Context: an optimization exercise on an open-source flow, tuned for small area, a short achievable clock period and few clock cycles per item. The choices shown serve that exercise and are no tape-out recipe. RTL that was checked went through simulation tests only; none was proved equivalent to the original. Only the layout flow was run in run 1; the RTL was not checked for function there. Power is estimated from default activity; no workload was simulated.

## flow/design.v (module list and top-level ports; edited modules follow where they fit)
// module running_mean_stddev: 282 lines
// module rms_add17: 110 lines
// module rms_add34: 226 lines
// module rms_add35: 230 lines
// module rms_sk64: 652 lines
// module rms_sk65: 656 lines
// module rms_sqacc: 646 lines
module running_mean_stddev #(
    parameter int MAX_COUNT   = 65536,
    parameter int FRAC_BITS   = 16
) (
    input  logic        aclk,
    input  logic        aresetn,
    input  logic        s_axis_tvalid,
    output logic        s_axis_tready,
    input  logic [15:0] s_axis_tdata,    
    input  logic        s_axis_tlast,
    output logic        m_axis_tvalid,
    input  logic        m_axis_tready,
    output logic [87:0] m_axis_tdata,    
    input  logic        psel,
    input  logic        penable,
    input  logic        pwrite,
    input  logic [1:0]  paddr,
    input  logic [31:0] pwdata,
    output logic [31:0] prdata,
    output logic        pready
);
  // ...
==> flow/run.sh <==
#!/bin/bash
# synth_recipe.tcl (not shown) runs the flow's synth.tcl, then flattens the netlist and writes it again
# the make line also repeats each setting of config.mk as NAME=value (left out here)
make -C /OpenROAD-flow-scripts/flow DESIGN_CONFIG=/design/flow/config.mk WORK_HOME=/design/flow/orfs CLKGATE_MAP_FILE= SYNTH_SCRIPT=/design/flow/synth_recipe.tcl finish
==> flow/config.mk <==
export PLATFORM = sky130hd
export DESIGN_NAME = running_mean_stddev
export DESIGN_NICKNAME = running_mean_stddev
export VERILOG_FILES = /design/flow/design.v
export SDC_FILE = /design/flow/constraint.sdc
export NUM_CORES = 4
export LEC_CHECK = 0
export ABC_AREA = 1
export CAP_MARGIN = 20
export CORE_MARGIN = 2
export CORE_UTILIZATION = 50
export SETUP_SLACK_MARGIN = 5
export SLEW_MARGIN = 20
==> flow/constraint.sdc <==
create_clock -name core_clock -period 11.0 [get_ports {aclk}]
set_input_delay 2.2000 -clock core_clock [delete_from_list [all_inputs] [get_ports {aclk}]]
set_output_delay 2.2000 -clock core_clock [all_outputs]
set_load 0.01 [all_outputs]
==> out/results.txt, run 1 <==
area share of the largest cell type after synthesis: 0.2121
Post-Layout Cell Count: 6619
Post-Synth Simple-Gate Area: 0.1379
final core utilization: 0.5611
critical path class: reg -> reg
Seq/Total Area, Yosys: 0.3685
final hold vios: 0
met2 WL: 52170 µm
Pre-antenna DRT Iters: 5
CTS max path bufs: 3
H-tree level count: 3
r2r endpoint: sum_reg[31]
Psw: 7811 µW
outcome: complete, no violations
DR vias: 33463
FF-to-FF Start: g_reg
fin. max-slew vios: 0
hold buffer count at cts: 0
Seq. pwr: 3950 µW
delay-heaviest family, CP: simple AND/OR/NAND/NOR gates
DRT iter0 DRCs: 2218
Crit-path slowest cell: dfxtp_4
DRC: 0
Synth Register Bits: 674
number of I/O pins: 181
crit path DAT: 6220 ps
Routed WL: 109700 µm
synthesized-area fraction occupied by adder cells: 0.2128
initial antenna violation count: 2
Clock group: 2690 µW
Fillers: 8309
Most used DFF post-synth: dfxtp_1
==> inputs of run 2 (changes only) <==
--- a/flow/design.v
+++ b/flow/design.v
@@ -110,38 +110,17 @@
     logic [CW-1:0] cnt_reg, cnt_n;
     logic [SW-1:0] sum_reg, sum_n;
     logic [QW-1:0] acc_s, acc_c, ns, nc;
     logic          ovf_reg, ovf_n, clear;
     logic [14:0]   y_eff;
     logic          s_eff;
     assign y_eff = g_reg ? f0_y : 15'd0;
     assign s_eff = g_reg && f0_s;
-    logic [16:0] sum_lo;
-    logic [15:0] sum_u, su_p1, su_p0;
-    logic        su_inc, su_dec;
-    rms_add17 u_sum (.a({1'b0, sum_reg[15:0]}), .b({1'b0, s_eff, y_eff ^ {15{s_eff}}}),
-                     .ci(1'b0), .s(sum_lo));
-    assign sum_u  = sum_reg[31:16];
-    assign su_inc = sum_lo[16] && !s_eff;
-    assign su_dec = !sum_lo[16] && s_eff;
-    always_comb begin
-        logic [15:0] t1, t0;
-        t1 = {sum_u[14:0], 1'b1};
-        t0 = {~sum_u[14:0], 1'b1};
-        for (int d = 1; d < 16; d = d * 2)
-            for (int i = 15; i >= 0; i--)
-                if ((i / d) % 2 == 1) begin
-                    t1[i] = t1[i] & t1[(i / d) * d - 1];
-                    t0[i] = t0[i] & t0[(i / d) * d - 1];
-                end
-        su_p1 = t1;
-        su_p0 = t0;
-    end
-    assign sum_n = {sum_u ^ ((su_p1 & {16{su_inc}}) | (su_p0 & {16{su_dec}})), sum_lo[15:0]};
+    rms_add32 u_sum (.a(sum_reg), .b({{(SW-15){s_eff}}, y_eff ^ {15{s_eff}}}), .ci(1'b0), .s(sum_n));
     assign cnt_n = cnt_reg + CW'(g_reg);
     assign ovf_n = ovf_reg | (f0_go && cnt_reg[CW-1]);
     assign clear = !aresetn || a_load;
     rms_sqacc u_sq (.y(y_eff), .sgn(s_eff), .acc_s(acc_s), .acc_c(acc_c), .ns(ns), .nc(nc));
     always_ff @(posedge aclk) begin
         cnt_reg <= clear ? '0 : cnt_n;
         sum_reg <= clear ? '0 : sum_n;
         acc_s   <= clear ? '0 : ns;
@@ -220,33 +199,31 @@
     logic [61:0] bP;
     logic [31:0] bL, bq, bZ;   
     logic [33:0] bD;
     logic [15:0] brem;
     logic [CW-1:0] bn;
     logic [1:0]  bst;
     logic        bneg;
     logic        bs, bge;
-    logic        bs2;          
-    logic        b_sel;        
     logic [64:0] b_t, b_x1, b_x2, b_cs, b_cc;
     logic [16:0] b_rem2;
     logic [17:0] b_diff;
     logic [47:0] b_dv;
     logic [64:0] b_rsum;
     logic [61:0] b_psum;
-    rms_sk65 u_radd (.a(b_cs), .b(b_cc), .ci(bs), .s(b_rsum));
+    rms_add65 u_radd (.a(b_cs), .b(b_cc), .ci(bs), .s(b_rsum));
     logic [34:0] b_plo;
     logic [27:0] b_pu, b_pq, b_pa;
     logic        b_inc, b_dec;
-    rms_add35 u_padd (.a({1'b0, bP[32:0], 1'b0}), .b({1'b0, bD ^ {34{!bs2}}}), .ci(!bs2), .s(b_plo));
+    rms_add35 u_padd (.a({1'b0, bP[32:0], 1'b0}), .b({1'b0, bD ^ {34{!bs}}}), .ci(!bs), .s(b_plo));
     assign b_pu  = bP[60:33];
-    assign b_inc = bs2 && b_plo[34];
-    assign b_dec = !bs2 && !b_plo[34];
-    assign b_pq  = b_pu ^ {28{!bs2}};
+    assign b_inc = bs && b_plo[34];
+    assign b_dec = !bs && !b_plo[34];
+    assign b_pq  = b_pu ^ {28{!bs}};
     always_comb begin
         logic [27:0] t;
         t = {b_pq[26:0], 1'b1};
         for (int d = 1; d < 28; d = d * 2)
             for (int i = 27; i >= 0; i--)
                 if ((i / d) % 2 == 1) t[i] = t[i] & t[(i / d) * d - 1];
         b_pa = t;
     end
@@ -257,49 +234,47 @@
     assign b_x2 = ~{31'd0, bD};
     assign b_cs = b_t ^ b_x1 ^ b_x2;
     assign b_cc = {((b_t[63:0] & b_x1[63:0]) | (b_t[63:0] & b_x2[63:0]) |
                     (b_x1[63:0] & b_x2[63:0])), 1'b1};
     assign b_rem2 = {brem, bZ[31]};
     assign b_diff = {1'b0, b_rem2} - {1'b0, bn};
     assign bge    = !b_diff[17];
     assign b_dv = aneg ? {~as, 16'(-an)} : {as, 16'd0};
-    assign b_sel = (a_st == A_DONE) && !b_run;
     always_ff @(posedge aclk) begin
-        bR   <= b_sel ? {{31{aN[63]}}, aN[63:30]} : b_rsum;
-        bs2  <= !(b_sel ? aN[63] : b_rsum[64]);
-        bP   <= b_sel ? 62'(aD) : b_psum;
-        bL   <= b_sel ? {aN[29:0], 2'b00} : {bL[29:0], 2'b00};
-        brem <= b_sel ? b_dv[46:31] : (bge ? b_diff[15:0] : b_rem2[15:0]);
-        if (b_sel) bD <= aD;
+        bR   <= a_hand ? {{31{aN[63]}}, aN[63:30]} : b_rsum;
+        bP   <= a_hand ? 62'(aD) : b_psum;
+        bL   <= a_hand ? {aN[29:0], 2'b00} : {bL[29:0], 2'b00};
+        brem <= a_hand ? b_dv[46:31] : (bge ? b_diff[15:0] : b_rem2[15:0]);
     end
     always_ff @(posedge aclk) begin
         if (a_hand) begin
+            bD   <= aD;
             bn   <= an;
             bst  <= aovf ? rms_pkg::STATUS_OVERFLOW :
                     (an < CW'(2) ? rms_pkg::STATUS_FEW : rms_pkg::STATUS_OK);
             bneg <= aneg;
             bZ   <= {b_dv[30:0], aneg};
             b_step <= 5'd1;
         end else if (b_run) begin
             bq   <= (b_step == 5'd31) ? {bq[29:0], bs, !b_rsum[64]} : {bq[30:0], bs};
             bZ   <= {bZ[30:0], bge ^ bneg};
             b_step <= b_step + 5'd1;
         end
     end
     assign m_axis_tvalid = b_valid;
     assign m_axis_tdata  = {5'd0, bst, bn, bq, bZ};
 endmodule
-module rms_add17 (
-    input  logic [16:0] a,
-    input  logic [16:0] b,
+module rms_add32 (
+    input  logic [31:0] a,
+    input  logic [31:0] b,
     input  logic        ci,
-    output logic [16:0] s
+    output logic [31:0] s
 );
-    logic [16:0] p, g;
+    logic [31:0] p, g;
     assign p = a ^ b;
     assign g = a & b;
     logic g0c;
     assign g0c = g[0] | (p[0] & ci);
     logic gg0, pp0;
     assign gg0 = g[1] | (p[1] & g0c);
     assign pp0 = p[1] & p[0];
     logic gg1, pp1;
@@ -319,89 +294,194 @@
     assign pp5 = p[11] & p[10];
     logic gg6, pp6;
     assign gg6 = g[13] | (p[13] & g[12]);
     assign pp6 = p[13] & p[12];
     logic gg7, pp7;
     assign gg7 = g[15] | (p[15] & g[14]);
     assign pp7 = p[15] & p[14];
     logic gg8, pp8;
-    assign gg8 = gg1 | (pp1 & gg0);
-    assign pp8 = pp1 & pp0;
+    assign gg8 = g[17] | (p[17] & g[16]);
+    assign pp8 = p[17] & p[16];
     logic gg9, pp9;
-    assign gg9 = gg3 | (pp3 & gg2);
-    assign pp9 = pp3 & pp2;
+    assign gg9 = g[19] | (p[19] & g[18]);
+    assign pp9 = p[19] & p[18];
     logic gg10, pp10;
-    assign gg10 = gg5 | (pp5 & gg4);
-    assign pp10 = pp5 & pp4;
+    assign gg10 = g[21] | (p[21] & g[20]);
+    assign pp10 = p[21] & p[20];
     logic gg11, pp11;
-    assign gg11 = gg7 | (pp7 & gg6);
-    assign pp11 = pp7 & pp6;
+    assign gg11 = g[23] | (p[23] & g[22]);
+    assign pp11 = p[23] & p[22];
     logic gg12, pp12;
-    assign gg12 = gg9 | (pp9 & gg8);
-    assign pp12 = pp9 & pp8;
+    assign gg12 = g[25] | (p[25] & g[24]);
+    assign pp12 = p[25] & p[24];
     logic gg13, pp13;
-    assign gg13 = gg11 | (pp11 & gg10);
-    assign pp13 = pp11 & pp10;
+    assign gg13 = g[27] | (p[27] & g[26]);
+    assign pp13 = p[27] & p[26];
     logic gg14, pp14;
-    assign gg14 = gg13 | (pp13 & gg12);
-    assign pp14 = pp13 & pp12;
+    assign gg14 = g[29] | (p[29] & g[28]);
+    assign pp14 = p[29] & p[28];
     logic gg15, pp15;
-    assign gg15 = gg10 | (pp10 & gg12);
-    assign pp15 = pp10 & pp12;
+    assign gg15 = g[31] | (p[31] & g[30]);
+    assign pp15 = p[31] & p[30];
     logic gg16, pp16;
-    assign gg16 = gg2 | (pp2 & gg8);
-    assign pp16 = pp2 & pp8;
+    assign gg16 = gg1 | (pp1 & gg0);
+    assign pp16 = pp1 & pp0;
     logic gg17, pp17;
-    assign gg17 = gg4 | (pp4 & gg12);
-    assign pp17 = pp4 & pp12;
+    assign gg17 = gg3 | (pp3 & gg2);
+    assign pp17 = pp3 & pp2;
     logic gg18, pp18;
-    assign gg18 = gg6 | (pp6 & gg15);
-    assign pp18 = pp6 & pp15;
+    assign gg18 = gg5 | (pp5 & gg4);
+    assign pp18 = pp5 & pp4;
     logic gg19, pp19;
-    assign gg19 = g[2] | (p[2] & gg0);
-    assign pp19 = p[2] & pp0;
+    assign gg19 = gg7 | (pp7 & gg6);
+    assign pp19 = pp7 & pp6;
     logic gg20, pp20;
-    assign gg20 = g[4] | (p[4] & gg8);
-    assign pp20 = p[4] & pp8;
+    assign gg20 = gg9 | (pp9 & gg8);
+    assign pp20 = pp9 & pp8;
     logic gg21, pp21;
-    assign gg21 = g[6] | (p[6] & gg16);
-    assign pp21 = p[6] & pp16;
+    assign gg21 = gg11 | (pp11 & gg10);
+    assign pp21 = pp11 & pp10;
     logic gg22, pp22;
-    assign gg22 = g[8] | (p[8] & gg12);
-    assign pp22 = p[8] & pp12;
+    assign gg22 = gg13 | (pp13 & gg12);
+    assign pp22 = pp13 & pp12;
     logic gg23, pp23;
-    assign gg23 = g[10] | (p[10] & gg17);
-    assign pp23 = p[10] & pp17;
+    assign gg23 = gg15 | (pp15 & gg14);
+    assign pp23 = pp15 & pp14;
     logic gg24, pp24;
-    assign gg24 = g[12] | (p[12] & gg15);
-    assign pp24 = p[12] & pp15;
+    assign gg24 = gg17 | (pp17 & gg16);
+    assign pp24 = pp17 & pp16;
     logic gg25, pp25;
-    assign gg25 = g[14] | (p[14] & gg18);
-    assign pp25 = p[14] & pp18;
+    assign gg25 = gg19 | (pp19 & gg18);
+    assign pp25 = pp19 & pp18;
     logic gg26, pp26;
-    assign gg26 = g[16] | (p[16] & gg14);
-    assign pp26 = p[16] & pp14;
+    assign gg26 = gg21 | (pp21 & gg20);
+    assign pp26 = pp21 & pp20;
+    logic gg27, pp27;
+    assign gg27 = gg23 | (pp23 & gg22);
+    assign pp27 = pp23 & pp22;
+    logic gg28, pp28;
+    assign gg28 = gg25 | (pp25 & gg24);
+    assign pp28 = pp25 & pp24;
+    logic gg29, pp29;
+    assign gg29 = gg27 | (pp27 & gg26);
+    assign pp29 = pp27 & pp26;
+    logic gg30, pp30;
+    assign gg30 = gg29 | (pp29 & gg28);
+    assign pp30 = pp29 & pp28;
+    logic gg31, pp31;
+    assign gg31 = gg26 | (pp26 & gg28);
+    assign pp31 = pp26 & pp28;
+    logic gg32, pp32;
+    assign gg32 = gg18 | (pp18 & gg24);
+    assign pp32 = pp18 & pp24;
+    logic gg33, pp33;
+    assign gg33 = gg20 | (pp20 & gg28);
+    assign pp33 = pp20 & pp28;
+    logic gg34, pp34;
+    assign gg34 = gg22 | (pp22 & gg31);
+    assign pp34 = pp22 & pp31;
+    logic gg35, pp35;
+    assign gg35 = gg2 | (pp2 & gg16);
+    assign pp35 = pp2 & pp16;
+    logic gg36, pp36;
+    assign gg36 = gg4 | (pp4 & gg24);
+    assign pp36 = pp4 & pp24;
+    logic gg37, pp37;
+    assign gg37 = gg6 | (pp6 & gg32);
+    assign pp37 = pp6 & pp32;
+    logic gg38, pp38;
+    assign gg38 = gg8 | (pp8 & gg28);
+    assign pp38 = pp8 & pp28;
+    logic gg39, pp39;
+    assign gg39 = gg10 | (pp10 & gg33);
+    assign pp39 = pp10 & pp33;
+    logic gg40, pp40;
+    assign gg40 = gg12 | (pp12 & gg31);
+    assign pp40 = pp12 & pp31;
+    logic gg41, pp41;
+    assign gg41 = gg14 | (pp14 & gg34);
+    assign pp41 = pp14 & pp34;
+    logic gg42, pp42;
+    assign gg42 = g[2] | (p[2] & gg0);
+    assign pp42 = p[2] & pp0;
+    logic gg43, pp43;
+    assign gg43 = g[4] | (p[4] & gg16);
+    assign pp43 = p[4] & pp16;
+    logic gg44, pp44;
+    assign gg44 = g[6] | (p[6] & gg35);
+    assign pp44 = p[6] & pp35;
+    logic gg45, pp45;
+    assign gg45 = g[8] | (p[8] & gg24);
+    assign pp45 = p[8] & pp24;
+    logic gg46, pp46;
+    assign gg46 = g[10] | (p[10] & gg36);
+    assign pp46 = p[10] & pp36;
+    logic gg47, pp47;
+    assign gg47 = g[12] | (p[12] & gg32);
+    assign pp47 = p[12] & pp32;
+    logic gg48, pp48;
+    assign gg48 = g[14] | (p[14] & gg37);
+    assign pp48 = p[14] & pp37;
+    logic gg49, pp49;
+    assign gg49 = g[16] | (p[16] & gg28);
+    assign pp49 = p[16] & pp28;
+    logic gg50, pp50;
+    assign gg50 = g[18] | (p[18] & gg38);
+    assign pp50 = p[18] & pp38;
+    logic gg51, pp51;
+    assign gg51 = g[20] | (p[20] & gg33);
+    assign pp51 = p[20] & pp33;
+    logic gg52, pp52;
+    assign gg52 = g[22] | (p[22] & gg39);
+    assign pp52 = p[22] & pp39;
+    logic gg53, pp53;
+    assign gg53 = g[24] | (p[24] & gg31);
+    assign pp53 = p[24] & pp31;
+    logic gg54, pp54;
+    assign gg54 = g[26] | (p[26] & gg40);
+    assign pp54 = p[26] & pp40;
+    logic gg55, pp55;
+    assign gg55 = g[28] | (p[28] & gg34);
+    assign pp55 = p[28] & pp34;
+    logic gg56, pp56;
+    assign gg56 = g[30] | (p[30] & gg41);
+    assign pp56 = p[30] & pp41;
     assign s[0] = p[0] ^ ci;
     assign s[1] = p[1] ^ g0c;
     assign s[2] = p[2] ^ gg0;
-    assign s[3] = p[3] ^ gg19;
-    assign s[4] = p[4] ^ gg8;
-    assign s[5] = p[5] ^ gg20;
-    assign s[6] = p[6] ^ gg16;
-    assign s[7] = p[7] ^ gg21;
-    assign s[8] = p[8] ^ gg12;
-    assign s[9] = p[9] ^ gg22;
-    assign s[10] = p[10] ^ gg17;
-    assign s[11] = p[11] ^ gg23;
-    assign s[12] = p[12] ^ gg15;
-    assign s[13] = p[13] ^ gg24;
-    assign s[14] = p[14] ^ gg18;
-    assign s[15] = p[15] ^ gg25;
-    assign s[16] = p[16] ^ gg14;
+    assign s[3] = p[3] ^ gg42;
+    assign s[4] = p[4] ^ gg16;
+    assign s[5] = p[5] ^ gg43;
+    assign s[6] = p[6] ^ gg35;
+    assign s[7] = p[7] ^ gg44;
+    assign s[8] = p[8] ^ gg24;
+    assign s[9] = p[9] ^ gg45;
+    assign s[10] = p[10] ^ gg36;
+    assign s[11] = p[11] ^ gg46;
+    assign s[12] = p[12] ^ gg32;
+    assign s[13] = p[13] ^ gg47;
+    assign s[14] = p[14] ^ gg37;
+    assign s[15] = p[15] ^ gg48;
+    assign s[16] = p[16] ^ gg28;
+    assign s[17] = p[17] ^ gg49;
+    assign s[18] = p[18] ^ gg38;
+    assign s[19] = p[19] ^ gg50;
+    assign s[20] = p[20] ^ gg33;
+    assign s[21] = p[21] ^ gg51;
+    assign s[22] = p[22] ^ gg39;
+    assign s[23] = p[23] ^ gg52;
+    assign s[24] = p[24] ^ gg31;
+    assign s[25] = p[25] ^ gg53;
+    assign s[26] = p[26] ^ gg40;
+    assign s[27] = p[27] ^ gg54;
+    assign s[28] = p[28] ^ gg34;
+    assign s[29] = p[29] ^ gg55;
+    assign s[30] = p[30] ^ gg41;
+    assign s[31] = p[31] ^ gg56;
 endmodule
 module rms_add34 (
     input  logic [33:0] a,
     input  logic [33:0] b,
     input  logic        ci,
     output logic [33:0] s
 );
     logic [33:0] p, g;
@@ -1501,17 +1581,17 @@
     assign s[57] = p[57] ^ gg184;
     assign s[58] = p[58] ^ gg185;
     assign s[59] = p[59] ^ gg186;
     assign s[60] = p[60] ^ gg187;
     assign s[61] = p[61] ^ gg188;
     assign s[62] = p[62] ^ gg189;
     assign s[63] = p[63] ^ gg190;
 endmodule
-module rms_sk65 (
+module rms_add65 (
     input  logic [64:0] a,
     input  logic [64:0] b,
     input  logic        ci,
     output logic [64:0] s
 );
     logic [64:0] p, g;
     assign p = a ^ b;
     assign g = a & b;
@@ -1609,563 +1689,347 @@
     assign pp29 = p[59] & p[58];
     logic gg30, pp30;
     assign gg30 = g[61] | (p[61] & g[60]);
     assign pp30 = p[61] & p[60];
     logic gg31, pp31;
     assign gg31 = g[63] | (p[63] & g[62]);
     assign pp31 = p[63] & p[62];
     logic gg32, pp32;
-    assign gg32 = g[2] | (p[2] & gg0);
-    assign pp32 = p[2] & pp0;
+    assign gg32 = gg1 | (pp1 & gg0);
+    assign pp32 = pp1 & pp0;
     logic gg33, pp33;
-    assign gg33 = gg1 | (pp1 & gg0);
-    assign pp33 = pp1 & pp0;
+    assign gg33 = gg3 | (pp3 & gg2);
+    assign pp33 = pp3 & pp2;
     logic gg34, pp34;
-    assign gg34 = g[6] | (p[6] & gg2);
-    assign pp34 = p[6] & pp2;
+    assign gg34 = gg5 | (pp5 & gg4);
+    assign pp34 = pp5 & pp4;
     logic gg35, pp35;
-    assign gg35 = gg3 | (pp3 & gg2);
-    assign pp35 = pp3 & pp2;
+    assign gg35 = gg7 | (pp7 & gg6);
+    assign pp35 = pp7 & pp6;
     logic gg36, pp36;
-    assign gg36 = g[10] | (p[10] & gg4);
-    assign pp36 = p[10] & pp4;
+    assign gg36 = gg9 | (pp9 & gg8);
+    assign pp36 = pp9 & pp8;
     logic gg37, pp37;
-    assign gg37 = gg5 | (pp5 & gg4);
-    assign pp37 = pp5 & pp4;
+    assign gg37 = gg11 | (pp11 & gg10);
+    assign pp37 = pp11 & pp10;
     logic gg38, pp38;
-    assign gg38 = g[14] | (p[14] & gg6);
-    assign pp38 = p[14] & pp6;
+    assign gg38 = gg13 | (pp13 & gg12);
+    assign pp38 = pp13 & pp12;
     logic gg39, pp39;
-    assign gg39 = gg7 | (pp7 & gg6);
-    assign pp39 = pp7 & pp6;
+    assign gg39 = gg15 | (pp15 & gg14);
+    assign pp39 = pp15 & pp14;
     logic gg40, pp40;
-    assign gg40 = g[18] | (p[18] & gg8);
-    assign pp40 = p[18] & pp8;
+    assign gg40 = gg17 | (pp17 & gg16);
+    assign pp40 = pp17 & pp16;
     logic gg41, pp41;
-    assign gg41 = gg9 | (pp9 & gg8);
-    assign pp41 = pp9 & pp8;
+    assign gg41 = gg19 | (pp19 & gg18);
+    assign pp41 = pp19 & pp18;
     logic gg42, pp42;
-    assign gg42 = g[22] | (p[22] & gg10);
-    assign pp42 = p[22] & pp10;
+    assign gg42 = gg21 | (pp21 & gg20);
+    assign pp42 = pp21 & pp20;
     logic gg43, pp43;
-    assign gg43 = gg11 | (pp11 & gg10);
-    assign pp43 = pp11 & pp10;
+    assign gg43 = gg23 | (pp23 & gg22);
+    assign pp43 = pp23 & pp22;
     logic gg44, pp44;
-    assign gg44 = g[26] | (p[26] & gg12);
-    assign pp44 = p[26] & pp12;
+    assign gg44 = gg25 | (pp25 & gg24);
+    assign pp44 = pp25 & pp24;
     logic gg45, pp45;
-    assign gg45 = gg13 | (pp13 & gg12);
-    assign pp45 = pp13 & pp12;
+    assign gg45 = gg27 | (pp27 & gg26);
+    assign pp45 = pp27 & pp26;
     logic gg46, pp46;
-    assign gg46 = g[30] | (p[30] & gg14);
-    assign pp46 = p[30] & pp14;
+    assign gg46 = gg29 | (pp29 & gg28);
+    assign pp46 = pp29 & pp28;
     logic gg47, pp47;
-    assign gg47 = gg15 | (pp15 & gg14);
-    assign pp47 = pp15 & pp14;
+    assign gg47 = gg31 | (pp31 & gg30);
+    assign pp47 = pp31 & pp30;
     logic gg48, pp48;
-    assign gg48 = g[34] | (p[34] & gg16);
-    assign pp48 = p[34] & pp16;
+    assign gg48 = gg33 | (pp33 & gg32);
+    assign pp48 = pp33 & pp32;
     logic gg49, pp49;
-    assign gg49 = gg17 | (pp17 & gg16);
-    assign pp49 = pp17 & pp16;
+    assign gg49 = gg35 | (pp35 & gg34);
+    assign pp49 = pp35 & pp34;
     logic gg50, pp50;
-    assign gg50 = g[38] | (p[38] & gg18);
-    assign pp50 = p[38] & pp18;
+    assign gg50 = gg37 | (pp37 & gg36);
+    assign pp50 = pp37 & pp36;
     logic gg51, pp51;
-    assign gg51 = gg19 | (pp19 & gg18);
-    assign pp51 = pp19 & pp18;
+    assign gg51 = gg39 | (pp39 & gg38);
+    assign pp51 = pp39 & pp38;
     logic gg52, pp52;
-    assign gg52 = g[42] | (p[42] & gg20);
-    assign pp52 = p[42] & pp20;
+    assign gg52 = gg41 | (pp41 & gg40);
+    assign pp52 = pp41 & pp40;
     logic gg53, pp53;
-    assign gg53 = gg21 | (pp21 & gg20);
-    assign pp53 = pp21 & pp20;
+    assign gg53 = gg43 | (pp43 & gg42);
+    assign pp53 = pp43 & pp42;
     logic gg54, pp54;
-    assign gg54 = g[46] | (p[46] & gg22);
-    assign pp54 = p[46] & pp22;
+    assign gg54 = gg45 | (pp45 & gg44);
+    assign pp54 = pp45 & pp44;
     logic gg55, pp55;
-    assign gg55 = gg23 | (pp23 & gg22);
-    assign pp55 = pp23 & pp22;
+    assign gg55 = gg47 | (pp47 & gg46);
+    assign pp55 = pp47 & pp46;
     logic gg56, pp56;
-    assign gg56 = g[50] | (p[50] & gg24);
-    assign pp56 = p[50] & pp24;
+    assign gg56 = gg49 | (pp49 & gg48);
+    assign pp56 = pp49 & pp48;
     logic gg57, pp57;
-    assign gg57 = gg25 | (pp25 & gg24);
-    assign pp57 = pp25 & pp24;
+    assign gg57 = gg51 | (pp51 & gg50);
+    assign pp57 = pp51 & pp50;
     logic gg58, pp58;
-    assign gg58 = g[54] | (p[54] & gg26);
-    assign pp58 = p[54] & pp26;
+    assign gg58 = gg53 | (pp53 & gg52);
+    assign pp58 = pp53 & pp52;
     logic gg59, pp59;
-    assign gg59 = gg27 | (pp27 & gg26);
-    assign pp59 = pp27 & pp26;
+    assign gg59 = gg55 | (pp55 & gg54);
+    assign pp59 = pp55 & pp54;
     logic gg60, pp60;
-    assign gg60 = g[58] | (p[58] & gg28);
-    assign pp60 = p[58] & pp28;
+    assign gg60 = gg57 | (pp57 & gg56);
+    assign pp60 = pp57 & pp56;
     logic gg61, pp61;
-    assign gg61 = gg29 | (pp29 & gg28);
-    assign pp61 = pp29 & pp28;
+    assign gg61 = gg59 | (pp59 & gg58);
+    assign pp61 = pp59 & pp58;
     logic gg62, pp62;
-    assign gg62 = g[62] | (p[62] & gg30);
-    assign pp62 = p[62] & pp30;
+    assign gg62 = gg61 | (pp61 & gg60);
+    assign pp62 = pp61 & pp60;
     logic gg63, pp63;
-    assign gg63 = gg31 | (pp31 & gg30);
-    assign pp63 = pp31 & pp30;
+    assign gg63 = gg58 | (pp58 & gg60);
+    assign pp63 = pp58 & pp60;
     logic gg64, pp64;
-    assign gg64 = g[4] | (p[4] & gg33);
-    assign pp64 = p[4] & pp33;
+    assign gg64 = gg50 | (pp50 & gg56);
+    assign pp64 = pp50 & pp56;
     logic gg65, pp65;
-    assign gg65 = gg2 | (pp2 & gg33);
-    assign pp65 = pp2 & pp33;
+    assign gg65 = gg52 | (pp52 & gg60);
+    assign pp65 = pp52 & pp60;
     logic gg66, pp66;
-    assign gg66 = gg34 | (pp34 & gg33);
-    assign pp66 = pp34 & pp33;
+    assign gg66 = gg54 | (pp54 & gg63);
+    assign pp66 = pp54 & pp63;
     logic gg67, pp67;
-    assign gg67 = gg35 | (pp35 & gg33);
-    assign pp67 = pp35 & pp33;
+    assign gg67 = gg34 | (pp34 & gg48);
+    assign pp67 = pp34 & pp48;
     logic gg68, pp68;
-    assign gg68 = g[12] | (p[12] & gg37);
-    assign pp68 = p[12] & pp37;
+    assign gg68 = gg36 | (pp36 & gg56);
+    assign pp68 = pp36 & pp56;
     logic gg69, pp69;
-    assign gg69 = gg6 | (pp6 & gg37);
-    assign pp69 = pp6 & pp37;
+    assign gg69 = gg38 | (pp38 & gg64);
+    assign pp69 = pp38 & pp64;
     logic gg70, pp70;
-    assign gg70 = gg38 | (pp38 & gg37);
-    assign pp70 = pp38 & pp37;
+    assign gg70 = gg40 | (pp40 & gg60);
+    assign pp70 = pp40 & pp60;
     logic gg71, pp71;
-    assign gg71 = gg39 | (pp39 & gg37);
-    assign pp71 = pp39 & pp37;
+    assign gg71 = gg42 | (pp42 & gg65);
+    assign pp71 = pp42 & pp65;
     logic gg72, pp72;
-    assign gg72 = g[20] | (p[20] & gg41);
-    assign pp72 = p[20] & pp41;
+    assign gg72 = gg44 | (pp44 & gg63);
+    assign pp72 = pp44 & pp63;
     logic gg73, pp73;
-    assign gg73 = gg10 | (pp10 & gg41);
-    assign pp73 = pp10 & pp41;
+    assign gg73 = gg46 | (pp46 & gg66);
+    assign pp73 = pp46 & pp66;
     logic gg74, pp74;
-    assign gg74 = gg42 | (pp42 & gg41);
-    assign pp74 = pp42 & pp41;
+    assign gg74 = gg2 | (pp2 & gg32);
+    assign pp74 = pp2 & pp32;
     logic gg75, pp75;
-    assign gg75 = gg43 | (pp43 & gg41);
-    assign pp75 = pp43 & pp41;
+    assign gg75 = gg4 | (pp4 & gg48);
+    assign pp75 = pp4 & pp48;
     logic gg76, pp76;
-    assign gg76 = g[28] | (p[28] & gg45);
-    assign pp76 = p[28] & pp45;
+    assign gg76 = gg6 | (pp6 & gg67);
+    assign pp76 = pp6 & pp67;
     logic gg77, pp77;
-    assign gg77 = gg14 | (pp14 & gg45);
-    assign pp77 = pp14 & pp45;
+    assign gg77 = gg8 | (pp8 & gg56);
+    assign pp77 = pp8 & pp56;
     logic gg78, pp78;
-    assign gg78 = gg46 | (pp46 & gg45);
-    assign pp78 = pp46 & pp45;
+    assign gg78 = gg10 | (pp10 & gg68);
+    assign pp78 = pp10 & pp68;
     logic gg79, pp79;
-    assign gg79 = gg47 | (pp47 & gg45);
-    assign pp79 = pp47 & pp45;
+    assign gg79 = gg12 | (pp12 & gg64);
+    assign pp79 = pp12 & pp64;
     logic gg80, pp80;
-    assign gg80 = g[36] | (p[36] & gg49);
-    assign pp80 = p[36] & pp49;
+    assign gg80 = gg14 | (pp14 & gg69);
+    assign pp80 = pp14 & pp69;
     logic gg81, pp81;
-    assign gg81 = gg18 | (pp18 & gg49);
-    assign pp81 = pp18 & pp49;
+    assign gg81 = gg16 | (pp16 & gg60);
+    assign pp81 = pp16 & pp60;
     logic gg82, pp82;
-    assign gg82 = gg50 | (pp50 & gg49);
-    assign pp82 = pp50 & pp49;
+    assign gg82 = gg18 | (pp18 & gg70);
+    assign pp82 = pp18 & pp70;
     logic gg83, pp83;
-    assign gg83 = gg51 | (pp51 & gg49);
-    assign pp83 = pp51 & pp49;
+    assign gg83 = gg20 | (pp20 & gg65);
+    assign pp83 = pp20 & pp65;
     logic gg84, pp84;
-    assign gg84 = g[44] | (p[44] & gg53);
-    assign pp84 = p[44] & pp53;
+    assign gg84 = gg22 | (pp22 & gg71);
+    assign pp84 = pp22 & pp71;
     logic gg85, pp85;
-    assign gg85 = gg22 | (pp22 & gg53);
-    assign pp85 = pp22 & pp53;
+    assign gg85 = gg24 | (pp24 & gg63);
+    assign pp85 = pp24 & pp63;
     logic gg86, pp86;
-    assign gg86 = gg54 | (pp54 & gg53);
-    assign pp86 = pp54 & pp53;
+    assign gg86 = gg26 | (pp26 & gg72);
+    assign pp86 = pp26 & pp72;
     logic gg87, pp87;
-    assign gg87 = gg55 | (pp55 & gg53);
-    assign pp87 = pp55 & pp53;
+    assign gg87 = gg28 | (pp28 & gg66);
+    assign pp87 = pp28 & pp66;
     logic gg88, pp88;
-    assign gg88 = g[52] | (p[52] & gg57);
-    assign pp88 = p[52] & pp57;
+    assign gg88 = gg30 | (pp30 & gg73);
+    assign pp88 = pp30 & pp73;
     logic gg89, pp89;
-    assign gg89 = gg26 | (pp26 & gg57);
-    assign pp89 = pp26 & pp57;
+    assign gg89 = g[2] | (p[2] & gg0);
+    assign pp89 = p[2] & pp0;
     logic gg90, pp90;
-    assign gg90 = gg58 | (pp58 & gg57);
-    assign pp90 = pp58 & pp57;
+    assign gg90 = g[4] | (p[4] & gg32);
+    assign pp90 = p[4] & pp32;
     logic gg91, pp91;
-    assign gg91 = gg59 | (pp59 & gg57);
-    assign pp91 = pp59 & pp57;
+    assign gg91 = g[6] | (p[6] & gg74);
+    assign pp91 = p[6] & pp74;
     logic gg92, pp92;
-    assign gg92 = g[60] | (p[60] & gg61);
-    assign pp92 = p[60] & pp61;
+    assign gg92 = g[8] | (p[8] & gg48);
+    assign pp92 = p[8] & pp48;
     logic gg93, pp93;
-    assign gg93 = gg30 | (pp30 & gg61);
-    assign pp93 = pp30 & pp61;
+    assign gg93 = g[10] | (p[10] & gg75);
+    assign pp93 = p[10] & pp75;
     logic gg94, pp94;
-    assign gg94 = gg62 | (pp62 & gg61);
-    assign pp94 = pp62 & pp61;
+    assign gg94 = g[12] | (p[12] & gg67);
+    assign pp94 = p[12] & pp67;
     logic gg95, pp95;
-    assign gg95 = gg63 | (pp63 & gg61);
-    assign pp95 = pp63 & pp61;
+    assign gg95 = g[14] | (p[14] & gg76);
+    assign pp95 = p[14] & pp76;
     logic gg96, pp96;
-    assign gg96 = g[8] | (p[8] & gg67);
-    assign pp96 = p[8] & pp67;
+    assign gg96 = g[16] | (p[16] & gg56);
+    assign pp96 = p[16] & pp56;
     logic gg97, pp97;
-    assign gg97 = gg4 | (pp4 & gg67);
-    assign pp97 = pp4 & pp67;
+    assign gg97 = g[18] | (p[18] & gg77);
+    assign pp97 = p[18] & pp77;
     logic gg98, pp98;
-    assign gg98 = gg36 | (pp36 & gg67);
-    assign pp98 = pp36 & pp67;
+    assign gg98 = g[20] | (p[20] & gg68);
+    assign pp98 = p[20] & pp68;
     logic gg99, pp99;
-    assign gg99 = gg37 | (pp37 & gg67);
-    assign pp99 = pp37 & pp67;
+    assign gg99 = g[22] | (p[22] & gg78);
+    assign pp99 = p[22] & pp78;
     logic gg100, pp100;
-    assign gg100 = gg68 | (pp68 & gg67);
-    assign pp100 = pp68 & pp67;
+    assign gg100 = g[24] | (p[24] & gg64);
+    assign pp100 = p[24] & pp64;
     logic gg101, pp101;
-    assign gg101 = gg69 | (pp69 & gg67);
-    assign pp101 = pp69 & pp67;
+    assign gg101 = g[26] | (p[26] & gg79);
+    assign pp101 = p[26] & pp79;
     logic gg102, pp102;
-    assign gg102 = gg70 | (pp70 & gg67);
-    assign pp102 = pp70 & pp67;
+    assign gg102 = g[28] | (p[28] & gg69);
+    assign pp102 = p[28] & pp69;
     logic gg103, pp103;
-    assign gg103 = gg71 | (pp71 & gg67);
-    assign pp103 = pp71 & pp67;
+    assign gg103 = g[30] | (p[30] & gg80);
+    assign pp103 = p[30] & pp80;
     logic gg104, pp104;
-    assign gg104 = g[24] | (p[24] & gg75);
-    assign pp104 = p[24] & pp75;
+    assign gg104 = g[32] | (p[32] & gg60);
+    assign pp104 = p[32] & pp60;
     logic gg105, pp105;
-    assign gg105 = gg12 | (pp12 & gg75);
-    assign pp105 = pp12 & pp75;
+    assign gg105 = g[34] | (p[34] & gg81);
+    assign pp105 = p[34] & pp81;
     logic gg106, pp106;
-    assign gg106 = gg44 | (pp44 & gg75);
-    assign pp106 = pp44 & pp75;
+    assign gg106 = g[36] | (p[36] & gg70);
+    assign pp106 = p[36] & pp70;
     logic gg107, pp107;
-    assign gg107 = gg45 | (pp45 & gg75);
-    assign pp107 = pp45 & pp75;
+    assign gg107 = g[38] | (p[38] & gg82);
+    assign pp107 = p[38] & pp82;
     logic gg108, pp108;
-    assign gg108 = gg76 | (pp76 & gg75);
-    assign pp108 = pp76 & pp75;
+    assign gg108 = g[40] | (p[40] & gg65);
+    assign pp108 = p[40] & pp65;
     logic gg109, pp109;
-    assign gg109 = gg77 | (pp77 & gg75);
-    assign pp109 = pp77 & pp75;
+    assign gg109 = g[42] | (p[42] & gg83);
+    assign pp109 = p[42] & pp83;
     logic gg110, pp110;
-    assign gg110 = gg78 | (pp78 & gg75);
-    assign pp110 = pp78 & pp75;
+    assign gg110 = g[44] | (p[44] & gg71);
+    assign pp110 = p[44] & pp71;
     logic gg111, pp111;
-    assign gg111 = gg79 | (pp79 & gg75);
-    assign pp111 = pp79 & pp75;
+    assign gg111 = g[46] | (p[46] & gg84);
+    assign pp111 = p[46] & pp84;
     logic gg112, pp112;
-    assign gg112 = g[40] | (p[40] & gg83);
-    assign pp112 = p[40] & pp83;
+    assign gg112 = g[48] | (p[48] & gg63);
+    assign pp112 = p[48] & pp63;
     logic gg113, pp113;
-    assign gg113 = gg20 | (pp20 & gg83);
-    assign pp113 = pp20 & pp83;
+    assign gg113 = g[50] | (p[50] & gg85);
+    assign pp113 = p[50] & pp85;
     logic gg114, pp114;
-    assign gg114 = gg52 | (pp52 & gg83);
-    assign pp114 = pp52 & pp83;
+    assign gg114 = g[52] | (p[52] & gg72);
+    assign pp114 = p[52] & pp72;
     logic gg115, pp115;
-    assign gg115 = gg53 | (pp53 & gg83);
-    assign pp115 = pp53 & pp83;
+    assign gg115 = g[54] | (p[54] & gg86);
+    assign pp115 = p[54] & pp86;
     logic gg116, pp116;
-    assign gg116 = gg84 | (pp84 & gg83);
-    assign pp116 = pp84 & pp83;
+    assign gg116 = g[56] | (p[56] & gg66);
+    assign pp116 = p[56] & pp66;
     logic gg117, pp117;
-    assign gg117 = gg85 | (pp85 & gg83);
-    assign pp117 = pp85 & pp83;
+    assign gg117 = g[58] | (p[58] & gg87);
+    assign pp117 = p[58] & pp87;
     logic gg118, pp118;
-    assign gg118 = gg86 | (pp86 & gg83);
-    assign pp118 = pp86 & pp83;
+    assign gg118 = g[60] | (p[60] & gg73);
+    assign pp118 = p[60] & pp73;
     logic gg119, pp119;
-    assign gg119 = gg87 | (pp87 & gg83);
-    assign pp119 = pp87 & pp83;
+    assign gg119 = g[62] | (p[62] & gg88);
+    assign pp119 = p[62] & pp88;
     logic gg120, pp120;
-    assign gg120 = g[56] | (p[56] & gg91);
-    assign pp120 = p[56] & pp91;
-    logic gg121, pp121;
-    assign gg121 = gg28 | (pp28 & gg91);
-    assign pp121 = pp28 & pp91;
-    logic gg122, pp122;
-    assign gg122 = gg60 | (pp60 & gg91);
-    assign pp122 = pp60 & pp91;
-    logic gg123, pp123;
-    assign gg123 = gg61 | (pp61 & gg91);
-    assign pp123 = pp61 & pp91;
-    logic gg124, pp124;
-    assign gg124 = gg92 | (pp92 & gg91);
-    assign pp124 = pp92 & pp91;
-    logic gg125, pp125;
-    assign gg125 = gg93 | (pp93 & gg91);
-    assign pp125 = pp93 & pp91;
-    logic gg126, pp126;
-    assign gg126 = gg94 | (pp94 & gg91);
-    assign pp126 = pp94 & pp91;
-    logic gg127, pp127;
-    assign gg127 = gg95 | (pp95 & gg91);
-    assign pp127 = pp95 & pp91;
-    logic gg128, pp128;
-    assign gg128 = g[16] | (p[16] & gg103);
-    assign pp128 = p[16] & pp103;
-    logic gg129, pp129;
-    assign gg129 = gg8 | (pp8 & gg103);
-    assign pp129 = pp8 & pp103;
-    logic gg130, pp130;
-    assign gg130 = gg40 | (pp40 & gg103);
-    assign pp130 = pp40 & pp103;
-    logic gg131, pp131;
-    assign gg131 = gg41 | (pp41 & gg103);
-    assign pp131 = pp41 & pp103;
-    logic gg132, pp132;
-    assign gg132 = gg72 | (pp72 & gg103);
-    assign pp132 = pp72 & pp103;
-    logic gg133, pp133;
-    assign gg133 = gg73 | (pp73 & gg103);
-    assign pp133 = pp73 & pp103;
-    logic gg134, pp134;
-    assign gg134 = gg74 | (pp74 & gg103);
-    assign pp134 = pp74 & pp103;
-    logic gg135, pp135;
-    assign gg135 = gg75 | (pp75 & gg103);
-    assign pp135 = pp75 & pp103;
-    logic gg136, pp136;
-    assign gg136 = gg104 | (pp104 & gg103);
-    assign pp136 = pp104 & pp103;
-    logic gg137, pp137;
-    assign gg137 = gg105 | (pp105 & gg103);
-    assign pp137 = pp105 & pp103;
-    logic gg138, pp138;
-    assign gg138 = gg106 | (pp106 & gg103);
-    assign pp138 = pp106 & pp103;
-    logic gg139, pp139;
-    assign gg139 = gg107 | (pp107 & gg103);
-    assign pp139 = pp107 & pp103;
-    logic gg140, pp140;
-    assign gg140 = gg108 | (pp108 & gg103);
-    assign pp140 = pp108 & pp103;
-    logic gg141, pp141;
-    assign gg141 = gg109 | (pp109 & gg103);
-    assign pp141 = pp109 & pp103;
-    logic gg142, pp142;
-    assign gg142 = gg110 | (pp110 & gg103);
-    assign pp142 = pp110 & pp103;
-    logic gg143, pp143;
-    assign gg143 = gg111 | (pp111 & gg103);
-    assign pp143 = pp111 & pp103;
-    logic gg144, pp144;
-    assign gg144 = g[48] | (p[48] & gg119);
-    assign pp144 = p[48] & pp119;
-    logic gg145, pp145;
-    assign gg145 = gg24 | (pp24 & gg119);
-    assign pp145 = pp24 & pp119;
-    logic gg146, pp146;
-    assign gg146 = gg56 | (pp56 & gg119);
-    assign pp146 = pp56 & pp119;
-    logic gg147, pp147;
-    assign gg147 = gg57 | (pp57 & gg119);
-    assign pp147 = pp57 & pp119;
-    logic gg148, pp148;
-    assign gg148 = gg88 | (pp88 & gg119);
-    assign pp148 = pp88 & pp119;
-    logic gg149, pp149;
-    assign gg149 = gg89 | (pp89 & gg119);
-    assign pp149 = pp89 & pp119;
-    logic gg150, pp150;
-    assign gg150 = gg90 | (pp90 & gg119);
-    assign pp150 = pp90 & pp119;
-    logic gg151, pp151;
-    assign gg151 = gg91 | (pp91 & gg119);
-    assign pp151 = pp91 & pp119;
-    logic gg152, pp152;
-    assign gg152 = gg120 | (pp120 & gg119);
-    assign pp152 = pp120 & pp119;
-    logic gg153, pp153;
-    assign gg153 = gg121 | (pp121 & gg119);
-    assign pp153 = pp121 & pp119;
-    logic gg154, pp154;
-    assign gg154 = gg122 | (pp122 & gg119);
-    assign pp154 = pp122 & pp119;
-    logic gg155, pp155;
-    assign gg155 = gg123 | (pp123 & gg119);
-    assign pp155 = pp123 & pp119;
-    logic gg156, pp156;
-    assign gg156 = gg124 | (pp124 & gg119);
-    assign pp156 = pp124 & pp119;
-    logic gg157, pp157;
-    assign gg157 = gg125 | (pp125 & gg119);
-    assign pp157 = pp125 & pp119;
-    logic gg158, pp158;
-    assign gg158 = gg126 | (pp126 & gg119);
-    assign pp158 = pp126 & pp119;
-    logic gg159, pp159;
-    assign gg159 = gg127 | (pp127 & gg119);
-    assign pp159 = pp127 & pp119;
-    logic gg160, pp160;
-    assign gg160 = g[32] | (p[32] & gg143);
-    assign pp160 = p[32] & pp143;
-    logic gg161, pp161;
-    assign gg161 = gg16 | (pp16 & gg143);
-    assign pp161 = pp16 & pp143;
-    logic gg162, pp162;
-    assign gg162 = gg48 | (pp48 & gg143);
-    assign pp162 = pp48 & pp143;
-    logic gg163, pp163;
-    assign gg163 = gg49 | (pp49 & gg143);
-    assign pp163 = pp49 & pp143;
-    logic gg164, pp164;
-    assign gg164 = gg80 | (pp80 & gg143);
-    assign pp164 = pp80 & pp143;
-    logic gg165, pp165;
-    assign gg165 = gg81 | (pp81 & gg143);
-    assign pp165 = pp81 & pp143;
-    logic gg166, pp166;
-    assign gg166 = gg82 | (pp82 & gg143);
-    assign pp166 = pp82 & pp143;
-    logic gg167, pp167;
-    assign gg167 = gg83 | (pp83 & gg143);
-    assign pp167 = pp83 & pp143;
-    logic gg168, pp168;
-    assign gg168 = gg112 | (pp112 & gg143);
-    assign pp168 = pp112 & pp143;
-    logic gg169, pp169;
-    assign gg169 = gg113 | (pp113 & gg143);
-    assign pp169 = pp113 & pp143;
-    logic gg170, pp170;
-    assign gg170 = gg114 | (pp114 & gg143);
-    assign pp170 = pp114 & pp143;
-    logic gg171, pp171;
-    assign gg171 = gg115 | (pp115 & gg143);
-    assign pp171 = pp115 & pp143;
-    logic gg172, pp172;
-    assign gg172 = gg116 | (pp116 & gg143);
-    assign pp172 = pp116 & pp143;
-    logic gg173, pp173;
-    assign gg173 = gg117 | (pp117 & gg143);
-    assign pp173 = pp117 & pp143;
-    logic gg174, pp174;
-    assign gg174 = gg118 | (pp118 & gg143);
-    assign pp174 = pp118 & pp143;
-    logic gg175, pp175;
-    assign gg175 = gg119 | (pp119 & gg143);
-    assign pp175 = pp119 & pp143;
-    logic gg176, pp176;
-    assign gg176 = gg144 | (pp144 & gg143);
-    assign pp176 = pp144 & pp143;
-    logic gg177, pp177;
-    assign gg177 = gg145 | (pp145 & gg143);
-    assign pp177 = pp145 & pp143;
-    logic gg178, pp178;
-    assign gg178 = gg146 | (pp146 & gg143);
-    assign pp178 = pp146 & pp143;
-    logic gg179, pp179;
-    assign gg179 = gg147 | (pp147 & gg143);
-    assign pp179 = pp147 & pp143;
-    logic gg180, pp180;
-    assign gg180 = gg148 | (pp148 & gg143);
-    assign pp180 = pp148 & pp143;
-    logic gg181, pp181;
-    assign gg181 = gg149 | (pp149 & gg143);
-    assign pp181 = pp149 & pp143;
-    logic gg182, pp182;
-    assign gg182 = gg150 | (pp150 & gg143);
-    assign pp182 = pp150 & pp143;
-    logic gg183, pp183;
-    assign gg183 = gg151 | (pp151 & gg143);
-    assign pp183 = pp151 & pp143;
-    logic gg184, pp184;
-    assign gg184 = gg152 | (pp152 & gg143);
-    assign pp184 = pp152 & pp143;
-    logic gg185, pp185;
-    assign gg185 = gg153 | (pp153 & gg143);
-    assign pp185 = pp153 & pp143;
-    logic gg186, pp186;
-    assign gg186 = gg154 | (pp154 & gg143);
-    assign pp186 = pp154 & pp143;
-    logic gg187, pp187;
-    assign gg187 = gg155 | (pp155 & gg143);
-    assign pp187 = pp155 & pp143;
-    logic gg188, pp188;
-    assign gg188 = gg156 | (pp156 & gg143);
-    assign pp188 = pp156 & pp143;
-    logic gg189, pp189;
-    assign gg189 = gg157 | (pp157 & gg143);
-    assign pp189 = pp157 & pp143;
-    logic gg190, pp190;
-    assign gg190 = gg158 | (pp158 & gg143);
-    assign pp190 = pp158 & pp143;
-    logic gg191, pp191;
-    assign gg191 = gg159 | (pp159 & gg143);
-    assign pp191 = pp159 & pp143;
-    logic gg192, pp192;
-    assign gg192 = g[64] | (p[64] & gg191);
-    assign pp192 = p[64] & pp191;
+    assign gg120 = g[64] | (p[64] & gg62);
+    assign pp120 = p[64] & pp62;
     assign s[0] = p[0] ^ ci;
     assign s[1] = p[1] ^ g0c;
     assign s[2] = p[2] ^ gg0;
-    assign s[3] = p[3] ^ gg32;
-    assign s[4] = p[4] ^ gg33;
-    assign s[5] = p[5] ^ gg64;
-    assign s[6] = p[6] ^ gg65;
-    assign s[7] = p[7] ^ gg66;
-    assign s[8] = p[8] ^ gg67;
-    assign s[9] = p[9] ^ gg96;
-    assign s[10] = p[10] ^ gg97;
-    assign s[11] = p[11] ^ gg98;
-    assign s[12] = p[12] ^ gg99;
-    assign s[13] = p[13] ^ gg100;
-    assign s[14] = p[14] ^ gg101;
-    assign s[15] = p[15] ^ gg102;
-    assign s[16] = p[16] ^ gg103;
-    assign s[17] = p[17] ^ gg128;
-    assign s[18] = p[18] ^ gg129;
-    assign s[19] = p[19] ^ gg130;
-    assign s[20] = p[20] ^ gg131;
-    assign s[21] = p[21] ^ gg132;
-    assign s[22] = p[22] ^ gg133;
-    assign s[23] = p[23] ^ gg134;
-    assign s[24] = p[24] ^ gg135;
-    assign s[25] = p[25] ^ gg136;
-    assign s[26] = p[26] ^ gg137;
-    assign s[27] = p[27] ^ gg138;
-    assign s[28] = p[28] ^ gg139;
-    assign s[29] = p[29] ^ gg140;
-    assign s[30] = p[30] ^ gg141;
-    assign s[31] = p[31] ^ gg142;
-    assign s[32] = p[32] ^ gg143;
-    assign s[33] = p[33] ^ gg160;
-    assign s[34] = p[34] ^ gg161;
-    assign s[35] = p[35] ^ gg162;
-    assign s[36] = p[36] ^ gg163;
-    assign s[37] = p[37] ^ gg164;
-    assign s[38] = p[38] ^ gg165;
-    assign s[39] = p[39] ^ gg166;
-    assign s[40] = p[40] ^ gg167;
-    assign s[41] = p[41] ^ gg168;
-    assign s[42] = p[42] ^ gg169;
-    assign s[43] = p[43] ^ gg170;
-    assign s[44] = p[44] ^ gg171;
-    assign s[45] = p[45] ^ gg172;
-    assign s[46] = p[46] ^ gg173;
-    assign s[47] = p[47] ^ gg174;
-    assign s[48] = p[48] ^ gg175;
-    assign s[49] = p[49] ^ gg176;
-    assign s[50] = p[50] ^ gg177;
-    assign s[51] = p[51] ^ gg178;
-    assign s[52] = p[52] ^ gg179;
-    assign s[53] = p[53] ^ gg180;
-    assign s[54] = p[54] ^ gg181;
-    assign s[55] = p[55] ^ gg182;
-    assign s[56] = p[56] ^ gg183;
-    assign s[57] = p[57] ^ gg184;
-    assign s[58] = p[58] ^ gg185;
-    assign s[59] = p[59] ^ gg186;
-    assign s[60] = p[60] ^ gg187;
-    assign s[61] = p[61] ^ gg188;
-    assign s[62] = p[62] ^ gg189;
-    assign s[63] = p[63] ^ gg190;
-    assign s[64] = p[64] ^ gg191;
+    assign s[3] = p[3] ^ gg89;
+    assign s[4] = p[4] ^ gg32;
+    assign s[5] = p[5] ^ gg90;
+    assign s[6] = p[6] ^ gg74;
+    assign s[7] = p[7] ^ gg91;
+    assign s[8] = p[8] ^ gg48;
+    assign s[9] = p[9] ^ gg92;
+    assign s[10] = p[10] ^ gg75;
+    assign s[11] = p[11] ^ gg93;
+    assign s[12] = p[12] ^ gg67;
+    assign s[13] = p[13] ^ gg94;
+    assign s[14] = p[14] ^ gg76;
+    assign s[15] = p[15] ^ gg95;
+    assign s[16] = p[16] ^ gg56;
+    assign s[17] = p[17] ^ gg96;
+    assign s[18] = p[18] ^ gg77;
+    assign s[19] = p[19] ^ gg97;
+    assign s[20] = p[20] ^ gg68;
+    assign s[21] = p[21] ^ gg98;
+    assign s[22] = p[22] ^ gg78;
+    assign s[23] = p[23] ^ gg99;
+    assign s[24] = p[24] ^ gg64;
+    assign s[25] = p[25] ^ gg100;
+    assign s[26] = p[26] ^ gg79;
+    assign s[27] = p[27] ^ gg101;
+    assign s[28] = p[28] ^ gg69;
+    assign s[29] = p[29] ^ gg102;
+    assign s[30] = p[30] ^ gg80;
+    assign s[31] = p[31] ^ gg103;
+    assign s[32] = p[32] ^ gg60;
+    assign s[33] = p[33] ^ gg104;
+    assign s[34] = p[34] ^ gg81;
+    assign s[35] = p[35] ^ gg105;
+    assign s[36] = p[36] ^ gg70;
+    assign s[37] = p[37] ^ gg106;
+    assign s[38] = p[38] ^ gg82;
+    assign s[39] = p[39] ^ gg107;
+    assign s[40] = p[40] ^ gg65;
+    assign s[41] = p[41] ^ gg108;
+    assign s[42] = p[42] ^ gg83;
+    assign s[43] = p[43] ^ gg109;
+    assign s[44] = p[44] ^ gg71;
+    assign s[45] = p[45] ^ gg110;
+    assign s[46] = p[46] ^ gg84;
+    assign s[47] = p[47] ^ gg111;
+    assign s[48] = p[48] ^ gg63;
+    assign s[49] = p[49] ^ gg112;
+    assign s[50] = p[50] ^ gg85;
+    assign s[51] = p[51] ^ gg113;
+    assign s[52] = p[52] ^ gg72;
+    assign s[53] = p[53] ^ gg114;
+    assign s[54] = p[54] ^ gg86;
+    assign s[55] = p[55] ^ gg115;
+    assign s[56] = p[56] ^ gg66;
+    assign s[57] = p[57] ^ gg116;
+    assign s[58] = p[58] ^ gg87;
+    assign s[59] = p[59] ^ gg117;
+    assign s[60] = p[60] ^ gg73;
+    assign s[61] = p[61] ^ gg118;
+    assign s[62] = p[62] ^ gg88;
+    assign s[63] = p[63] ^ gg119;
+    assign s[64] = p[64] ^ gg62;
 endmodule
 module rms_sqacc (
     input  logic [14:0]   y,       
     input  logic          sgn,     
     input  logic [46:0]   acc_s,
     input  logic [46:0]   acc_c,
     output logic [46:0]   ns,
     output logic [46:0]   nc
--- a/flow/config.mk
+++ b/flow/config.mk
@@ -4,10 +4,11 @@
 export VERILOG_FILES = /design/flow/design.v
 export SDC_FILE = /design/flow/constraint.sdc
 export NUM_CORES = 4
 export LEC_CHECK = 0
 export ABC_AREA = 1
 export CAP_MARGIN = 20
 export CORE_MARGIN = 2
 export CORE_UTILIZATION = 50
+export GPL_TIMING_DRIVEN = 0
 export SETUP_SLACK_MARGIN = 5
 export SLEW_MARGIN = 20
==> run 2 against run 1 <==
Compared with the run above:
- maximum frequency is 0.49% higher
- combinational power is 5% lower
- sequential share of layout area is 0.26 points lower
- sequential power is 4% lower
- clock power is 2% higher
- worst hold slack better by 10 ps
- final area is 0.61% higher
- wire length is 13% higher
- largest cell class unchanged
==> out/results.txt, run 2 <==
outcome: complete, no violations
critical path class: reg -> reg
GRT Residual Overflow: 0
H-tree level count: 3 (unchanged)
first-pass GRT wire length: 193700 µm
Power Total: 16460 µW
commonest cells in the netlist: 1009 x inv_1, 711 x nand2_1, 455 x nor2_1, 414 x o21ai_0, 353 x dfxtp_1
Worst-Margin Slew: 1075 ps
number of CTS-inserted buffers: 79
Avg Cell Area, Syn: 8.850 µm²
Sink Count: 673
Distinct cells, synth: 68
most used cell, CP: nand2_1
Ys Warns: 1
DR vias: 33681 (+0.65%)
number of global-route vias before repair: 33573
post-route ant nets: 0
max incr delay on CP: 470 ps
most frequent cells in the layout: 1007 x inv_1, 707 x nand2_1, 454 x nor2_1, 410 x o21ai_0, 351 x dfxtp_1
multi-input logic area: 0.02375 mm²
core area: 0.08878 mm²
final worst slack: 5370 ps
Most used DFF post-synth: dfxtp_1
CP Data Required Time: 11510 ps
Static Leak: 0.02324 µW
FP Rows: 109
Crit-path slowest cell: fa_1
clk slew on worst S/H paths: 60 ps
Max-Cap Viols: 0
crit path DAT: 6140 ps (-80 ps)
Setup TNS: 0 ps
Pre-antenna DRT Iters: 6 (+1)
Async SR Flop Fraction: 0
count leader, synth: inv_1
PortBufs: 112
fin. max-slew vios: 0 (unchanged)
final hold vios: 0 (unchanged)
largest net degree at the start of global routing: 44
area share of the largest cell type after synthesis: 0.2137 (+0.001570)
Tcrit/Tclk final: 0.5118
Final nets: 6034
final setup violating endpoints: 0
largest area contributor in the netlist: edfxtp_1
Die W: 303.9 µm
CP Capture Type: flip-flop
Post-synth EDFFs: 320
number of I/O pins: 181 (unchanged)
Post-Syn Instances: 5081
Max Clk Rate: 0.1776 GHz
critical path fanouts, max: 10
pwr dens: 324.5 mW/mm²
Diodes inserted: 0
Cell Area, Synth: 0.04497 mm²
Fillers: 8109 (-2.4%)
commonest non-fill, non-tap cell in the layout: inv_1
Worst VDD drop: 0.1544 mV
Routed WL: 124200 µm (+13%)
worst skew pair latency: 650 ps
Die Height: 303.9 µm
dpl ws: 4559 ps
hold crit path type: reg -> reg
RD Place Congestion: 0.9552
top flop regs: aN x64, bR x64, bP x62
total track usage: 0.2715
DRC: 0 (unchanged)
Area Overhead vs Synth: 12.82%
setup bufs post-CTS: 0
relative slew slack: 0.2833
DRT iter0 DRCs: 2546 (+15%)
Reg area: 0.01668 mm²
nature of the critical path startpoint: flip-flop
top post-synthesis cells by area: edfxtp_1 21%, dfxtp_1 16%, fa_1 14%
CTS max path bufs: 3 (unchanged)
routed vias/inst: 5.140
CTS tree: done
RSZ-0062 raised after global routing: false
dpl hpwl: 97300 µm
initial antenna violation count: 0 (-2)
wire per inst: 18.95 µm
initial cell density of the core: 0.5065
Synth Register Bits: 673 (-0.15%)
Root Driver: clkbuf_16
Die Area: 0.09235 mm²
share of post-route cells with drive strength above 1: 0.05122
Tmin final: 5630 ps
clk_skew: 19.51 ps
Seq/Total Area, Yosys: 0.3708 (+0.002282)
## run 2: layout make-up
class / instances / share of cell area
repair buffers: 124 / 0.02777
well taps: 1165 / 0.02873
plain buffers: 189 / 0.01830
clock buffers: 106 / 0.04419
multi-input cells: 3235 / 0.4680
inverters: 1019 / 0.07549
flip-flops and latches: 673 / 0.3287
clock inverters: 42 / 0.008730
## run 2: power breakdown
part	internal (µW)	switching, µW
registers	3450	343
clock network	1590	1150
logic	4130	5800
## run 2: cell families (layout without fill, tap and decap cells)
kind of cell    Yosys count  count (layout)  share of synthesized area
simple gates           1403            1403                     0.1267
buf+inv                1208            1480                     0.1049
compound gates          838             838                     0.1056
flops                   673             673                     0.3708
fa+ha+maj               655             655                     0.2330
xor+xnor                302             302                    0.05882
other cells               2              37                  0.0001670
## run 2: routing by layer
layer | up-vias | wire (µm) | global-route usage
li1 | 16569 | - | -
met1 | 16101 | 55180 | 0.3648
met2 | 800 | 59230 | 0.4606
met3 | 211 | 5372 | 0.02751
met4 | 0 | 4421 | 0.08955
met5 | - | 0 | 0
## run 2: critical path, delay by kind of cell (launching register included)
family / cells / cell delay [ps]
simple gates: 12 / 1260
fa+ha+maj: 3 / 1250
buf+inv: 6 / 1220
compound gates: 6 / 1040
flops: 1 / 380
xor+xnor: 2 / 330
## run 2: what timing repair did
item | 4_1_cts | 5_1_grt
endpoints found under the setup margin | 36 | 51
gates resized for setup | 13 | 20
hold buffers | 0 | 0
## run 2: worst paths after layout
| path | to | start | depth (start not counted) | slack (ps) |
|---|---|---|---|---|
| worst max-delay path | bR[55] | bR[64] | 29 | 5370 |
| worst min-delay path | bL[28] | bL[26] | 2 | 430 |
| worst max register to register | bR[55] | bR[64] | 29 | 5370 |
| worst min register to register | bL[28] | bL[26] | 2 | 430 |
## run 2: stage by stage
stage | hold slack, ps | instance area (µm²) | instances | utilization
floorplan | 405.6 | 45100 | 5116 | -
global placement | 412.9 | 47680 | 6393 | 0.5370
detailed placement | 420.2 | 48000 | 6405 | 0.5406
CTS | 434.2 | 50690 | 6553 | 0.5710
global route | 457.4 | 50730 | 6553 | 0.5714
finish | 434.3 | 50730 | 6553 | 0.5714
Testbench counts of run 2, summed over its fixed seeds: cycles 12,376, items 320.
==> inputs of run 3 (changes only) <==
--- a/flow/config.mk
+++ b/flow/config.mk
@@ -11,3 +11,2 @@
 export CORE_UTILIZATION = 50
-export GPL_TIMING_DRIVEN = 0
 export SETUP_SLACK_MARGIN = 5
==> run 3 against run 2 <==
Compared with the run above:
- still clean
- worst hold slack worse by 6.0 ps
- sequential cell count stayed put
- largest cell class unchanged
- final area is 2.0% lower
- via count is 3.9% lower
- critical path type unchanged
- area after synthesis stayed put
- maximum frequency is 4.3% higher
- setup slack better by 230 ps
==> out/results.txt, run 3 <==
outcome: complete, no violations
Routed WL: 107500 µm (-13%)
Final nets: 5868 (-2.8%)
PortBufs: 112 (unchanged)
nature of the critical path startpoint: flip-flop
routed vias/inst: 5.066 (-1.4%)
most frequent cells in the layout: 1007 x inv_1, 707 x nand2_1, 453 x nor2_1, 413 x o21ai_0, 351 x ha_1
Post-Syn Instances: 5081 (unchanged)
Max Clk Rate: 0.1853 GHz (+4.3%)
GRT Residual Overflow: 0 (unchanged)
final worst slack: 5605 ps (+234.6 ps)
total track usage: 0.2350 (-0.03646)
top post-synthesis cells by area: edfxtp_1 21%, dfxtp_1 16%, fa_1 14%
Die Height: 303.9 µm (unchanged)
Reg2Reg Depth: 30 (+3.4%)
clk slew on worst S/H paths: 60 ps (about the same)
commonest non-fill, non-tap cell in the layout: inv_1
Setup TNS: 0 ps (unchanged)
Die Area: 0.09235 mm² (unchanged)
Distinct cells, synth: 68 (unchanged)
HP Start: bL[2]
Worst VDD drop: 0.1919 mV (+24%)
initial antenna violation count: 3 (+3)
post-route ant nets: 0 (unchanged)
DR vias: 32353 (-3.9%)
Static Leak: 0.02278 µW (-2.0%)
core area: 0.08878 mm² (unchanged)
top flop regs: aN x64, bR x64, bP x62
Max-Cap Viols: 0 (unchanged)
Tcrit/Tclk final: 0.4905 (-0.02133)
first-pass GRT wire length: 172800 µm (-11%)
Async SR Flop Fraction: 0 (unchanged)
final setup violating endpoints: 0 (unchanged)
RD Place Congestion: 0.8968 (-6.1%)
RSZ-0062 raised after global routing: false
Sink Count: 673 (unchanged)
DRT iter0 DRCs: 2255 (-11%)
Root Driver: clkbuf_16
Cell Area, Synth: 0.04497 mm² (unchanged)
Tmin final: 5395 ps (-234.6 ps)
largest net degree at the start of global routing: 79 (+80%)
CTS max path bufs: 3 (unchanged)
CP Capture Type: flip-flop
Pre-antenna DRT Iters: 5 (-1)
dpl hpwl: 80270 µm (-18%)
FF-to-FF Start: g_reg
hold crit path type: reg -> reg
Area Overhead vs Synth: 10.55%
Ys Warns: 1 (unchanged)
DRC: 0 (unchanged)
number of global-route vias before repair: 31662 (-5.7%)
relative slew slack: 0.2940 (+0.01068)
critical path class: reg -> reg
Worst-Margin Slew: 1059 ps (-16.02 ps)
area share of the largest cell type after synthesis: 0.2137 (unchanged)
clk_skew: 25.52 ps (+6.008 ps)
final hold vios: 0 (unchanged)
pwr dens: 322.9 mW/mm² (-0.48%)
Seq/Total Area, Yosys: 0.3708 (unchanged)
commonest cells in the netlist: 1009 x inv_1, 711 x nand2_1, 455 x nor2_1, 414 x o21ai_0, 353 x dfxtp_1
wire per inst: 16.83 µm (-11%)
number of I/O pins: 181 (unchanged)
number of CTS-inserted buffers: 80 (+1.3%)
Most used DFF post-synth: dfxtp_1
hold path depth: 2 (unchanged)
Synth Register Bits: 673 (unchanged)
Critical Path Source: g_reg
Die W: 303.9 µm (unchanged)
max incr delay on CP: 510 ps (+40 ps)
most used cell, CP: nand2_1
Post-synth EDFFs: 320 (unchanged)
## run 3: cells by family (layout without fill, tap and decap cells)
group                      Yosys count  in the layout  share of synthesized area
adders and majority gates          655            655                     0.2330
other                                2             37                  0.0001670
and+or+nand+nor                   1403           1403                     0.1267
DFF                                673            673                     0.3708
AOI/OAI and AO/OA                  838            838                     0.1056
buffers and inverters             1208           1313                     0.1049
xor gates and xnor gates           302            302                    0.05882
## run 3: worst max-delay path, delay by kind of cell, from the launching register on
family	cells	cell delay [ps]
AO/OA/AOI/OAI	9	1570
XOR/XNOR	1	180
adder cells (fa/ha/maj)	4	1280
buffers and inverters	3	450
flip-flops	1	510
AND/OR/NAND/NOR	13	1320
## run 3: final timing paths
kind | slack [ps] | to
hold / removal | 430 | bL[4]
setup / recovery | 5600 | sum_reg[31]
setup reg to reg | 5600 | sum_reg[31]
hold reg to reg | 430 | bL[4]
## run 3: routing by layer
| layer | up-vias | track usage | part of all wire | routed length, µm |
|---|---|---|---|---|
| met5 | - | 0 | 0.00033 | 35 |
| met4 | 6 | 0.06387 | 0.026 | 2831 |
| met3 | 182 | 0.03183 | 0.042 | 4521 |
| met2 | 594 | 0.3856 | 0.47 | 50080 |
| met1 | 15360 | 0.3272 | 0.47 | 50030 |
| li1 | 16211 | - | - | - |
## run 3: per-stage QoR
stage               cells  cell area [µm²]  utilization  power (µW)  hold WS [ps]
floorplan            5116            45100            -       11370         405.6
global placement     6235            47090       0.5303       13280         412.7
detailed placement   6235            47090       0.5303       13450         415.8
CTS                  6383            49680       0.5595       16230         434.6
global route         6386            49720       0.5600       17930         451.8
finish               6386            49720       0.5600       16050         428.3
## run 3: timing repair
| item | in CTS | in global routing |
|---|---|---|
| cloned | 0 | 0 |
| setup buffers | 0 | 3 |
| resized for setup | 1 | 4 |
| endpoints found under the setup margin | 8 | 42 |
| hold buffers | 0 | 0 |
## run 3: power breakdown
| group | switching, µW | internal [µW] |
|---|---|---|
| sequential | 367 | 3450 |
| combinational | 5560 | 4000 |
| clock | 1110 | 1560 |
| total | 7040 | 9020 |
## run 3: cell type report
| type | count | area, µm² |
|---|---|---|
| Clock buffer | 104 | 2175 |
| Timing Repair Buffer | 146 | 1376 |
| Inverter | 1019 | 3831 |
| Clock inverter | 44 | 415.4 |
| Fill cell | 8148 | 39070 |
| Multi-Input combinational cell | 3235 | 23770 |
| Tap cell | 1165 | 1458 |
| Sequential cell | 673 | 16690 |

Setup slack of run 3, layout unchanged: 5.605 ns with ideal ports, 5.605 ns with driving cells assumed (clock clkbuf_16, inputs buf_2), 5.233 ns with port delays also shifted by the 0.698 ns mid clock arrival.
